Source: an optimization exercise on an open RTL-to-GDS flow (aim: small area). Production flows keep margins and buffers that such runs may drop.
The RTL was checked by simulation tests, not by an equivalence proof against the original design.
The clock port is modelled as an ideal driver; clocking choices that lean on that would not hold on a real chip.

==> flow/design.v (excerpt) <==
module bra_his_tab_gen #(
  parameter int                HIST_W   = bra_his_tab_gen_pkg::BHT_HIST_W,
  parameter int                ENTRIES  = bra_his_tab_gen_pkg::BHT_ENTRIES,
  parameter logic [HIST_W-1:0] INIT_VAL = '0,
  parameter int                IDX_W    = $clog2(ENTRIES)
) (
  input  logic              clk,
  input  logic              reset,
  input  logic              rd_en,
  input  logic [IDX_W-1:0]  rd_addr,
  output logic              rd_vld,
  output logic [HIST_W-1:0] rd_hist,
  input  logic              upd_en,
  input  logic [IDX_W-1:0]  upd_addr,
  input  logic              upd_taken,
  input  logic              rep_en,
  input  logic [IDX_W-1:0]  rep_addr,
  input  logic [HIST_W-1:0] rep_hist,
  input  logic              flush_req,
  output logic              flush_busy
);
==> module bra_his_tab_gen, before the edit <==
module bra_his_tab_gen #(
  parameter int                HIST_W   = bra_his_tab_gen_pkg::BHT_HIST_W,
  parameter int                ENTRIES  = bra_his_tab_gen_pkg::BHT_ENTRIES,
  parameter logic [HIST_W-1:0] INIT_VAL = '0,
  parameter int                IDX_W    = $clog2(ENTRIES)
) (
  input  logic              clk,
  input  logic              reset,
  input  logic              rd_en,
  input  logic [IDX_W-1:0]  rd_addr,
  output logic              rd_vld,
  output logic [HIST_W-1:0] rd_hist,
  input  logic              upd_en,
  input  logic [IDX_W-1:0]  upd_addr,
  input  logic              upd_taken,
  input  logic              rep_en,
  input  logic [IDX_W-1:0]  rep_addr,
  input  logic [HIST_W-1:0] rep_hist,
  input  logic              flush_req,
  output logic              flush_busy
);
  localparam int LO_W  = IDX_W / 2;
  localparam int HI_W  = IDX_W - LO_W;
  localparam int NGRP  = (ENTRIES + 2) / 3;
  logic [ENTRIES-1:0][HIST_W-1:0] tab;
  logic [ENTRIES-1:0]             rd_sel;
  logic                           live, keep_n, pol;
  logic [HIST_W-1:0]              rep_x;
  logic                           tkn_x;
  logic                           blk, rep_we, upd_we, upd_wr;
  logic                           rep_hit, upd_hit;
  logic [HIST_W-1:0]              rd_raw, rd_ent, rd_val;
  logic [(1<<LO_W)-1:0] r_lo, u_lo, s_lo, d_lo;
  logic [(1<<HI_W)-1:0] r_hi, u_hi, d_hi;
  bht_flush_seq #(.ENTRIES(ENTRIES), .IDX_W(IDX_W)) u_flush (
    .clk        (clk),
    .reset      (reset),
    .flush_req  (flush_req),
    .flush_busy (flush_busy)
  );
  always_ff @(posedge clk or negedge reset) begin
    if (!reset) begin
      live <= 1'b0;
      pol  <= 1'b0;
    end else begin
      live <= 1'b1;
      pol  <= ~pol | flush_busy;
    end
  end
  assign rep_x = rep_hist ^ {HIST_W{pol}};
  assign tkn_x = upd_taken ^ pol;
  assign blk    = flush_busy | flush_req;
  assign rep_we = rep_en & ~blk;
  assign upd_we = upd_en & ~blk;
  assign upd_wr = upd_we & ~(rep_we && (rep_addr == upd_addr));
  assign keep_n = ~live | flush_busy;
  bht_pre #(.W(LO_W)) u_r_lo (.en(rep_we),        .a(rep_addr[LO_W-1:0]),     .yn(r_lo));
  bht_pre #(.W(HI_W), .EN(0)) u_r_hi (.en(1'b1),          .a(rep_addr[IDX_W-1:LO_W]), .yn(r_hi));
  bht_pre #(.W(LO_W)) u_u_lo (.en(upd_wr),        .a(upd_addr[LO_W-1:0]),     .yn(u_lo));
  bht_pre #(.W(LO_W)) u_s_lo (.en(upd_wr & live), .a(upd_addr[LO_W-1:0]),     .yn(s_lo));
  bht_pre #(.W(HI_W), .EN(0)) u_u_hi (.en(1'b1),          .a(upd_addr[IDX_W-1:LO_W]), .yn(u_hi));
  bht_pre #(.W(LO_W)) u_d_lo (.en(live),          .a(rd_addr[LO_W-1:0]),      .yn(d_lo));
  bht_pre #(.W(HI_W), .EN(0)) u_d_hi (.en(1'b1),          .a(rd_addr[IDX_W-1:LO_W]),  .yn(d_hi));
  for (genvar e = 0; e < ENTRIES; e++) begin : g_ent
    localparam int L = e % (1 << LO_W);
    localparam int H = e / (1 << LO_W);
    logic sel_r, sel_u, sel_s, sel_h;
    logic [HIST_W-1:0] shin, nxt;
    bht_ent_sel u_sel (
      .r_lo (r_lo[L]), .r_hi (r_hi[H]),
      .u_lo (u_lo[L]), .u_hi (u_hi[H]),
      .s_lo (s_lo[L]),
      .d_lo (d_lo[L]), .d_hi (d_hi[H]),
      .keep_n (keep_n),
      .sel_r (sel_r), .sel_u (sel_u), .sel_s (sel_s), .sel_h (sel_h),
      .rd_sel (rd_sel[e])
    );
    assign shin = {tab[e][HIST_W-2:0], tkn_x};
    for (genvar b = 0; b < HIST_W; b++) begin : g_bit
      bht_nxt u_nxt (
        .sel_r (sel_r),
        .rh    (rep_x[b]),
        .sel_s (b == 0 ? sel_u : sel_s),
        .sh    (shin[b]),
        .sel_h (sel_h),
        .q     (tab[e][b]),
        .d     (nxt[b])
      );
    end
    always_ff @(posedge clk) tab[e] <= nxt;
  end
  for (genvar b = 0; b < HIST_W; b++) begin : g_rd
    logic [NGRP-1:0] grp_n;
    for (genvar g = 0; g < NGRP; g++) begin : g_grp
      if (3*g + 2 < ENTRIES) begin : g3
        bht_ao3n u_ao (
          .s0 (rd_sel[3*g]),   .d0 (tab[3*g][b]),
          .s1 (rd_sel[3*g+1]), .d1 (tab[3*g+1][b]),
          .s2 (rd_sel[3*g+2]), .d2 (tab[3*g+2][b]),
          .yn (grp_n[g])
        );
      end else if (3*g + 1 < ENTRIES) begin : g2
        bht_ao2n u_ao (
          .s0 (rd_sel[3*g]),   .d0 (tab[3*g][b]),
          .s1 (rd_sel[3*g+1]), .d1 (tab[3*g+1][b]),
          .yn (grp_n[g])
        );
      end else begin : g1
        bht_ao1n u_ao (
          .s0 (rd_sel[3*g]),   .d0 (tab[3*g][b]),
          .yn (grp_n[g])
        );
      end
    end
    bht_nandn #(.N(NGRP)) u_or (.an(grp_n), .y(rd_raw[b]));
  end
  assign rd_ent  = rd_raw ^ {HIST_W{pol}};
  assign rep_hit = rep_we & (rep_addr == rd_addr);
  assign upd_hit = upd_wr & (upd_addr == rd_addr);
  always_comb begin
    if (flush_busy)   rd_val = INIT_VAL;
    else if (rep_hit) rd_val = rep_hist;
    else if (upd_hit) rd_val = {rd_ent[HIST_W-2:0], upd_taken};
    else              rd_val = rd_ent;
  end
  always_ff @(posedge clk or negedge reset) begin
    if (!reset) begin
      rd_vld  <= 1'b0;
      rd_hist <= INIT_VAL;
    end else begin
      rd_vld  <= rd_en;
      rd_hist <= rd_val;
    end
  end
endmodule
clock: 10.0 ns
lec_check: 0
cap_margin: 10
cell_pad_in_sites_global_placement: 1
core_margin: 2
core_utilization: 50
gpl_routability_driven: 1
place_density: 0.6
slew_margin: 10
synth_hierarchical: 1
standard.sh (not shown) runs the stock make flow with config.mk's settings and CLKGATE_MAP_FILE= SYNTH_SCRIPT=/design/flow/synth_recipe.tcl, a recipe that flattens the netlist after the stock synthesis.
==> flow/flow/run.sh <==
#!/bin/bash
# The standard layout (standard.sh), with these changes:
#  - synthesis is the standard one, run first on its own; the later steps
#    may not use any drive strength above 1 (dont_use_after_synth.txt lists
#    them; clock buffers and buf_2/buf_4 stay allowed), so placement repair
#    buffers high-fanout nets instead of upsizing their drivers;
#  - after floorplan, and again before placement's repair_design, every
#    combinational cell is set back to its smallest drive (synthesis and
#    timing-driven global placement upsize cells that drive many loads);
#    repair_design then buffers where needed;
#  - ports are buffered with buf_1;
#  - clock tree: clkbuf_8 buffers, sink clusters of up to 15 and no dummy
#    loads;
#  - after global routing, repair_timing -recover_power sizes down gates on
#    paths with slack (the clock period leaves plenty).
# Each tool's output goes to the ORFS logs under orfs/logs; make's own output
# goes to synth.log and layout.log here.
set -euo pipefail
here=$(pwd)
bash standard.sh synth > $here/synth.log 2>&1
export POST_FLOORPLAN_TCL=$here/flow/downsize.tcl
export PRE_GLOBAL_PLACE_TCL=$here/flow/restrict.tcl
export PRE_RESIZE_TCL=$here/flow/pre_resize.tcl
export PRE_CTS_TCL=$here/flow/restrict.tcl
export PRE_GLOBAL_ROUTE_TCL=$here/flow/restrict.tcl
export BUFFER_PORTS_ARGS="-buffer_cell sky130_fd_sc_hd__buf_1"
export RECOVER_POWER=100
export CTS_ARGS="-sink_clustering_enable -repair_clock_nets -sink_clustering_size 15 -sink_clustering_max_diameter 60 -dont_use_dummy_load -buf_list sky130_fd_sc_hd__clkbuf_8"
bash standard.sh finish > $here/layout.log 2>&1
Other scripts of this flow, unchanged in this note and not shown: flow/flow/dont_use_after_synth.txt, flow/flow/downsize.tcl, flow/flow/pre_resize.tcl, flow/flow/restrict.tcl
Then changed:
--- a/flow/design.v
+++ b/flow/design.v
@@ -58,10 +58,10 @@
   logic                           live, keep_n, pol;
   logic [HIST_W-1:0]              rep_x;
   logic                           tkn_x;
   logic                           blk, rep_we, upd_we, upd_wr;
-  logic                           rep_hit, upd_hit;
-  logic [HIST_W-1:0]              rd_raw, rd_ent, rd_val;
+  logic [HIST_W-1:0]              rd_ent;
+  logic [IDX_W-1:0]               ra_q;
   logic [(1<<LO_W)-1:0] r_lo, u_lo, s_lo, d_lo;
   logic [(1<<HI_W)-1:0] r_hi, u_hi, d_hi;
   bht_flush_seq #(.ENTRIES(ENTRIES), .IDX_W(IDX_W)) u_flush (
     .clk        (clk),
@@ -89,10 +89,10 @@
   bht_pre #(.W(HI_W), .EN(0)) u_r_hi (.en(1'b1),          .a(rep_addr[IDX_W-1:LO_W]), .yn(r_hi));
   bht_pre #(.W(LO_W)) u_u_lo (.en(upd_wr),        .a(upd_addr[LO_W-1:0]),     .yn(u_lo));
   bht_pre #(.W(LO_W)) u_s_lo (.en(upd_wr & live), .a(upd_addr[LO_W-1:0]),     .yn(s_lo));
   bht_pre #(.W(HI_W), .EN(0)) u_u_hi (.en(1'b1),          .a(upd_addr[IDX_W-1:LO_W]), .yn(u_hi));
-  bht_pre #(.W(LO_W)) u_d_lo (.en(live),          .a(rd_addr[LO_W-1:0]),      .yn(d_lo));
-  bht_pre #(.W(HI_W), .EN(0)) u_d_hi (.en(1'b1),          .a(rd_addr[IDX_W-1:LO_W]),  .yn(d_hi));
+  bht_pre #(.W(LO_W)) u_d_lo (.en(live),          .a(ra_q[LO_W-1:0]),         .yn(d_lo));
+  bht_pre #(.W(HI_W), .EN(0)) u_d_hi (.en(1'b1),          .a(ra_q[IDX_W-1:LO_W]),     .yn(d_hi));
   for (genvar e = 0; e < ENTRIES; e++) begin : g_ent
     localparam int L = e % (1 << LO_W);
     localparam int H = e / (1 << LO_W);
     logic sel_r, sel_u, sel_s, sel_h;
@@ -142,28 +142,16 @@
           .yn (grp_n[g])
         );
       end
     end
-    bht_nandn #(.N(NGRP)) u_or (.an(grp_n), .y(rd_raw[b]));
-  end
-  assign rd_ent  = rd_raw ^ {HIST_W{pol}};
-  assign rep_hit = rep_we & (rep_addr == rd_addr);
-  assign upd_hit = upd_wr & (upd_addr == rd_addr);
-  always_comb begin
-    if (flush_busy)   rd_val = INIT_VAL;
-    else if (rep_hit) rd_val = rep_hist;
-    else if (upd_hit) rd_val = {rd_ent[HIST_W-2:0], upd_taken};
-    else              rd_val = rd_ent;
-  end
+    bht_nandn #(.N(NGRP)) u_or (.an(grp_n), .y(rd_ent[b]));
+  end
+  always_ff @(posedge clk) ra_q <= rd_addr;
   always_ff @(posedge clk or negedge reset) begin
-    if (!reset) begin
-      rd_vld  <= 1'b0;
-      rd_hist <= INIT_VAL;
-    end else begin
-      rd_vld  <= rd_en;
-      rd_hist <= rd_val;
-    end
-  end
+    if (!reset) rd_vld <= 1'b0;
+    else        rd_vld <= rd_en;
+  end
+  assign rd_hist = rd_ent ^ {HIST_W{pol}};
 endmodule
 module bht_pre #(
   parameter int W  = 3,
   parameter bit EN = 1
Sequential cell count falls by 4.
Fmax falls by about a fifth.
Register-to-register slack is better by 0.22 ns.
Via count falls slightly.
Non-clock buffer count falls by 5.

## afterwards: timing with drivers on the ports
Ports are ideal in the flow. The routed layouts listed here were re-timed in OpenROAD. Step 1: set_driving_cell puts a clkbuf_16 on clk and a buf_2 on each other input, an assumption about the parent block. Step 2, shift: input delay + t, output delay - t, t = (earliest + latest rising clock arrival at the registers) / 2. This alone moves slack from input paths to output paths. Slacks: ideal / step 1 / step 2; pairs: ideal / step 1.
| run | t, ns | setup slack, ns | clock arrival spread, ns |
|---|---|---|---|
| the first run | 0.759 | 4.131 / 4.108 / 3.349 | 0.079 / 0.078 |
| the second run | 0.748 | 2.906 / 2.853 / 3.600 | 0.087 / 0.087 |
After both steps every run listed still meets setup and hold. For the first run, which loses most, drivers alone change the setup slack by -0.023 ns; drivers and shift together by -0.782 ns.
